What follows belongs to an exercise in optimizing a design on an open flow for small area and a short achievable clock period; a production flow would make more cautious choices.
Only simulation tests tie the RTL to the original design; equivalence was not proved.
No activity file was given, so power comes from the tool's default toggle rates.

==> flow/design.v <==
module rc4_cipher_buffer #(
   parameter  int DATA_W = 8,
   parameter  int DEPTH  = 256,
   localparam int ADDR_W = $clog2(DEPTH)
) (
   input  logic              clk,
   input  logic              rst,
   input  logic              flush,
   input  logic              wr_valid,
   input  logic [DATA_W-1:0] wr_data,
   input  logic              rd_start,
   input  logic              rd_ready,
   output logic              rd_valid,
   output logic [DATA_W-1:0] rd_data,
   output logic              rd_last,
   output logic [ADDR_W:0]   frame_len,
   output logic              busy,
   output logic              overflow,
   output logic              wr_drop,
   output logic [1:0]        o_dbg_state
);
   localparam int OFF_W = 2;
   localparam int COL_W = (ADDR_W - OFF_W) / 2;
   localparam int ROW_W = ADDR_W - OFF_W - COL_W;
   localparam int NOFF  = 1 << OFF_W;
   localparam int NCOL  = 1 << COL_W;
   localparam int NROW  = 1 << ROW_W;
   localparam logic [1:0] S_IDLE    = 2'd0;
   localparam logic [1:0] S_CAPTURE = 2'd1;
   localparam logic [1:0] S_HOLD    = 2'd2;
   localparam logic [1:0] S_REPLAY  = 2'd3;
   localparam logic [ADDR_W:0] DEPTH_L = (ADDR_W+1)'(DEPTH);
   logic [DEPTH*DATA_W-1:0] r_ring;
   logic [1:0]        r_state;
   logic [ADDR_W:0]   r_count;
   logic [ADDR_W:0]   r_frame_len;
   logic              r_overflow;
   logic              r_wr_drop;
   logic [ADDR_W-1:0] r_phase;
   logic [NOFF-1:0]   r_q_off;
   logic [NCOL-1:0]   r_q_col;
   logic [NROW-1:0]   r_q_row;
   logic [NROW-1:0]   r_q_rowl;     
   logic [DATA_W-1:0] r_tap_dly [NOFF];   
   logic              r_prime;      
   logic [ADDR_W-1:0] r_rem;        
   logic              r_rem_zero;   
   logic              r_rd_valid;
   logic              r_rd_last;
   logic [DATA_W-1:0] r_rd_data;
   logic              w_cap_start;
   logic              w_wr_en;
   logic              w_rep_start;
   logic              w_fetch;
   logic              w_fetch_last;
   logic              w_xfer_last;
   logic [ADDR_W-1:0] w_phase_nxt;
   logic [DATA_W-1:0] w_tap_word;
   logic [DATA_W-1:0] w_rd_word;
   assign w_cap_start  = ((r_state == S_IDLE) || (r_state == S_HOLD)) & wr_valid;
   assign w_wr_en      = w_cap_start | ((r_state == S_CAPTURE) & wr_valid & (r_count < DEPTH_L));
   assign w_rep_start  = (r_state == S_HOLD) & ~wr_valid & rd_start;
   assign w_xfer_last  = r_rd_valid & rd_ready & r_rd_last;
   assign w_fetch      = (r_state == S_REPLAY) & ~r_prime &
                         (~r_rd_valid | (rd_ready & ~r_rd_last));
   assign w_fetch_last = w_fetch & r_rem_zero;
   always_ff @(posedge clk) begin
      r_ring <= {r_ring[(DEPTH-1)*DATA_W-1:0],
                 w_wr_en ? wr_data : r_ring[DEPTH*DATA_W-1 -: DATA_W]};
   end
   assign w_phase_nxt = w_cap_start ? '0 : r_phase + 1'b1;
   always_ff @(posedge clk) begin
      r_phase <= w_phase_nxt;
   end
   logic              w_q_load;
   logic              w_q_hold;
   logic              w_q_adv;
   logic              w_col_adv;
   logic              w_row_adv;
   assign w_q_load  = w_cap_start | w_fetch_last;
   assign w_q_hold  = ~w_q_load & w_fetch;
   assign w_q_adv   = ~w_q_load & ~w_fetch;
   assign w_col_adv = w_q_adv & r_q_off[NOFF-1];
   assign w_row_adv = w_col_adv & r_q_col[NCOL-1];
   logic [NOFF-1:0]   w_q_off_nxt;
   logic [NCOL-1:0]   w_q_col_nxt;
   logic [NROW-1:0]   w_q_row_nxt;
   always_comb begin
      for (int i = 0; i < NOFF; i++)
         w_q_off_nxt[i] = (w_q_load & (w_phase_nxt[OFF_W-1:0] == i)) |
                          (~w_q_adv & ~w_q_load & r_q_off[i]) |
                          (w_q_adv & r_q_off[(i+NOFF-1)%NOFF]);
      for (int i = 0; i < NCOL; i++)
         w_q_col_nxt[i] = (w_q_load & (w_phase_nxt[OFF_W+COL_W-1:OFF_W] == i)) |
                          (~w_col_adv & ~w_q_load & r_q_col[i]) |
                          (w_col_adv & r_q_col[(i+NCOL-1)%NCOL]);
      for (int i = 0; i < NROW; i++)
         w_q_row_nxt[i] = (w_q_load & (w_phase_nxt[ADDR_W-1:OFF_W+COL_W] == i)) |
                          (~w_row_adv & ~w_q_load & r_q_row[i]) |
                          (w_row_adv & r_q_row[(i+NROW-1)%NROW]);
   end
   always_ff @(posedge clk) begin
      r_q_off  <= w_q_off_nxt;
      r_q_col  <= w_q_col_nxt;
      r_q_row  <= w_q_row_nxt;
      r_q_rowl <= w_q_row_nxt & {NROW{w_q_off_nxt[0]}};
   end
   logic [DATA_W-1:0] w_live_word;
   always_comb begin
      w_tap_word  = '0;
      w_live_word = '0;
      for (int r = 0; r < NROW; r++) begin
         logic [DATA_W-1:0] row_word;
         row_word = '0;
         for (int c = 0; c < NCOL; c++)
            row_word = row_word |
                       (r_ring[((r*NCOL+c)*NOFF)*DATA_W +: DATA_W] & {DATA_W{r_q_col[c]}});
         w_tap_word  = w_tap_word  | (row_word & {DATA_W{r_q_row[r]}});
         w_live_word = w_live_word | (row_word & {DATA_W{r_q_rowl[r]}});
      end
   end
   always_ff @(posedge clk) begin
      r_tap_dly[1] <= w_tap_word;
      for (int i = 2; i < NOFF; i++) r_tap_dly[i] <= r_tap_dly[i-1];
   end
   always_comb begin
      w_rd_word = w_live_word;
      for (int i = 1; i < NOFF; i++)
         w_rd_word = w_rd_word | (r_tap_dly[i] & {DATA_W{r_q_off[i]}});
   end
   always_ff @(posedge clk) begin
      if (!rst)         r_rd_data <= '0;
      else if (w_fetch) r_rd_data <= w_rd_word;
   end
   always_ff @(posedge clk) begin
      if (w_rep_start) begin
         r_rem      <= ADDR_W'(r_frame_len - 1'b1);
         r_rem_zero <= (r_frame_len == (ADDR_W+1)'(1));
      end else if (w_fetch) begin
         r_rem      <= r_rem - 1'b1;
         r_rem_zero <= (r_rem == ADDR_W'(1));
      end
   end
   always_ff @(posedge clk) begin
      if (!rst || flush) begin
         r_state     <= S_IDLE;
         r_count     <= '0;
         r_frame_len <= '0;
         r_overflow  <= 1'b0;
         r_wr_drop   <= 1'b0;
         r_prime     <= 1'b0;
         r_rd_valid  <= 1'b0;
         r_rd_last   <= 1'b0;
      end else begin
         r_prime <= w_rep_start;
         if (w_cap_start) begin
            r_state     <= S_CAPTURE;
            r_count     <= (ADDR_W+1)'(1);
            r_frame_len <= '0;
            r_overflow  <= 1'b0;
            r_wr_drop   <= 1'b0;
         end else if (w_rep_start) begin
            r_state <= S_REPLAY;
         end
         if (r_state == S_CAPTURE) begin
            if (wr_valid) begin
               if (r_count < DEPTH_L) r_count <= r_count + 1'b1;
               else                   r_overflow <= 1'b1;
            end else begin
               r_frame_len <= r_count;
               r_state     <= S_HOLD;
            end
         end
         if (r_state == S_REPLAY) begin
            if (wr_valid) r_wr_drop <= 1'b1;
            if (w_xfer_last) begin
               r_state    <= S_HOLD;
               r_rd_valid <= 1'b0;
               r_rd_last  <= 1'b0;
            end else if (w_fetch) begin
               r_rd_valid <= 1'b1;
               r_rd_last  <= r_rem_zero;
            end
         end
      end
   end
   assign rd_valid    = r_rd_valid;
   assign rd_data     = r_rd_data;
   assign rd_last     = r_rd_last;
   assign frame_len   = r_frame_len;
   assign overflow    = r_overflow;
   assign wr_drop     = r_wr_drop;
   assign busy        = r_state[0];
   assign o_dbg_state = r_state;
endmodule
export LEC_CHECK = 0
export CAP_MARGIN = 20
export CORE_MARGIN = 2
export CORE_UTILIZATION = 70
export SETUP_SLACK_MARGIN = 2.2
export SLEW_MARGIN = 20
create_clock -name core_clock -period 4.2 [get_ports {clk}]
standard.sh (not shown) runs the stock make flow with config.mk's settings and CLKGATE_MAP_FILE= SYNTH_SCRIPT=/design/flow/synth_recipe.tcl, a recipe that flattens the netlist after the stock synthesis.
==> flow/flow/run.sh <==
#!/bin/bash
DU="sky130_fd_sc_hd__probe_p_8 sky130_fd_sc_hd__probec_p_8 sky130_fd_sc_hd__lpflow_bleeder_1"
DU="$DU sky130_fd_sc_hd__lpflow_clkbufkapwr_1 sky130_fd_sc_hd__lpflow_clkbufkapwr_16 sky130_fd_sc_hd__lpflow_clkbufkapwr_2"
DU="$DU sky130_fd_sc_hd__lpflow_clkbufkapwr_4 sky130_fd_sc_hd__lpflow_clkbufkapwr_8"
DU="$DU sky130_fd_sc_hd__lpflow_clkinvkapwr_1 sky130_fd_sc_hd__lpflow_clkinvkapwr_16 sky130_fd_sc_hd__lpflow_clkinvkapwr_2"
DU="$DU sky130_fd_sc_hd__lpflow_clkinvkapwr_4 sky130_fd_sc_hd__lpflow_clkinvkapwr_8"
DU="$DU sky130_fd_sc_hd__lpflow_decapkapwr_12 sky130_fd_sc_hd__lpflow_decapkapwr_3 sky130_fd_sc_hd__lpflow_decapkapwr_4"
DU="$DU sky130_fd_sc_hd__lpflow_decapkapwr_6 sky130_fd_sc_hd__lpflow_decapkapwr_8"
DU="$DU sky130_fd_sc_hd__lpflow_inputiso0n_1 sky130_fd_sc_hd__lpflow_inputiso0p_1 sky130_fd_sc_hd__lpflow_inputiso1n_1"
DU="$DU sky130_fd_sc_hd__lpflow_inputiso1p_1 sky130_fd_sc_hd__lpflow_inputisolatch_1"
DU="$DU sky130_fd_sc_hd__lpflow_isobufsrc_1 sky130_fd_sc_hd__lpflow_isobufsrc_16 sky130_fd_sc_hd__lpflow_isobufsrc_2"
DU="$DU sky130_fd_sc_hd__lpflow_isobufsrc_4 sky130_fd_sc_hd__lpflow_isobufsrc_8 sky130_fd_sc_hd__lpflow_isobufsrckapwr_16"
DU="$DU sky130_fd_sc_hd__lpflow_lsbuf_lh_hl_isowell_tap_1 sky130_fd_sc_hd__lpflow_lsbuf_lh_hl_isowell_tap_2"
DU="$DU sky130_fd_sc_hd__lpflow_lsbuf_lh_hl_isowell_tap_4 sky130_fd_sc_hd__lpflow_lsbuf_lh_isowell_4"
DU="$DU sky130_fd_sc_hd__lpflow_lsbuf_lh_isowell_tap_1 sky130_fd_sc_hd__lpflow_lsbuf_lh_isowell_tap_2"
DU="$DU sky130_fd_sc_hd__lpflow_lsbuf_lh_isowell_tap_4"
DU="$DU sky130_fd_sc_hd__clkdlybuf4s15_1 sky130_fd_sc_hd__clkdlybuf4s15_2 sky130_fd_sc_hd__clkdlybuf4s18_1"
DU="$DU sky130_fd_sc_hd__clkdlybuf4s18_2 sky130_fd_sc_hd__clkdlybuf4s25_1 sky130_fd_sc_hd__clkdlybuf4s25_2"
DU="$DU sky130_fd_sc_hd__clkdlybuf4s50_1 sky130_fd_sc_hd__clkdlybuf4s50_2 sky130_fd_sc_hd__dlygate4sd1_1"
DU="$DU sky130_fd_sc_hd__dlygate4sd2_1 sky130_fd_sc_hd__dlygate4sd3_1 sky130_fd_sc_hd__dlymetal6s2s_1"
DU="$DU sky130_fd_sc_hd__dlymetal6s4s_1 sky130_fd_sc_hd__dlymetal6s6s_1"
CTS="-sink_clustering_enable -repair_clock_nets -dont_use_dummy_load"
CTS="$CTS -sink_clustering_size 24 -sink_clustering_max_diameter 80"
bash standard.sh "DONT_USE_CELLS=$DU" "CTS_ARGS=$CTS" MATCH_CELL_FOOTPRINT=0 finish > standard.log 2>&1
Edit:
--- a/flow/design.v
+++ b/flow/design.v
@@ -41,5 +41,4 @@
    logic [NCOL-1:0]   r_q_col;
    logic [NROW-1:0]   r_q_row;
-   logic [NROW-1:0]   r_q_rowl;     
    logic [DATA_W-1:0] r_tap_dly [NOFF];   
    logic              r_prime;      
@@ -104,10 +103,7 @@
       r_q_col  <= w_q_col_nxt;
       r_q_row  <= w_q_row_nxt;
-      r_q_rowl <= w_q_row_nxt & {NROW{w_q_off_nxt[0]}};
    end
-   logic [DATA_W-1:0] w_live_word;
    always_comb begin
       w_tap_word  = '0;
-      w_live_word = '0;
       for (int r = 0; r < NROW; r++) begin
          logic [DATA_W-1:0] row_word;
@@ -117,5 +113,4 @@
                        (r_ring[((r*NCOL+c)*NOFF)*DATA_W +: DATA_W] & {DATA_W{r_q_col[c]}});
          w_tap_word  = w_tap_word  | (row_word & {DATA_W{r_q_row[r]}});
-         w_live_word = w_live_word | (row_word & {DATA_W{r_q_rowl[r]}});
       end
    end
@@ -125,5 +120,5 @@
    end
    always_comb begin
-      w_rd_word = w_live_word;
+      w_rd_word = w_tap_word & {DATA_W{r_q_off[0]}};
       for (int i = 1; i < NOFF; i++)
          w_rd_word = w_rd_word | (r_tap_dly[i] & {DATA_W{r_q_off[i]}});
The new run completed with no timing, DRC or antenna violations.
Setup slack degrades by 110 ps.
Cell count came out lower by 2.6%.
Maximum frequency drops by 5.3%.
Synthesized cell count drops by 2.9%.
Clock power barely changes.
Critical path depth came out higher by 6.
Non-clock buffer count is lower by 22.

## static timing again, ports no longer ideal
Ports are ideal in the flow. The routed layouts listed here were re-timed in OpenROAD.
Step 1 sets driving cells, clkbuf_16 on the clock port and buf_2 on the other inputs (assumed; they add their load-dependent delay and slew).
Step 2 also shifts input and output timing later by t, the mid clock arrival at the registers, as if the neighbouring blocks saw the same clock.
Slacks: ideal ports / drivers / drivers and shift; pairs: ideal ports / drivers.
run	t (ns)	slack for setup (ns)	slew at the worst register clock pin (ns)	pins driven straight from the clock port
the first run	0.713	2.208 / 2.141 / 1.673	0.09 / 0.09	1
the second run	0.716	2.096 / 2.096 / 1.692	0.10 / 0.10	1
After both steps every run listed still meets setup and hold. The setup slack of the first run, which loses most, moves by -0.067 ns with the drivers and by -0.535 ns with both steps.
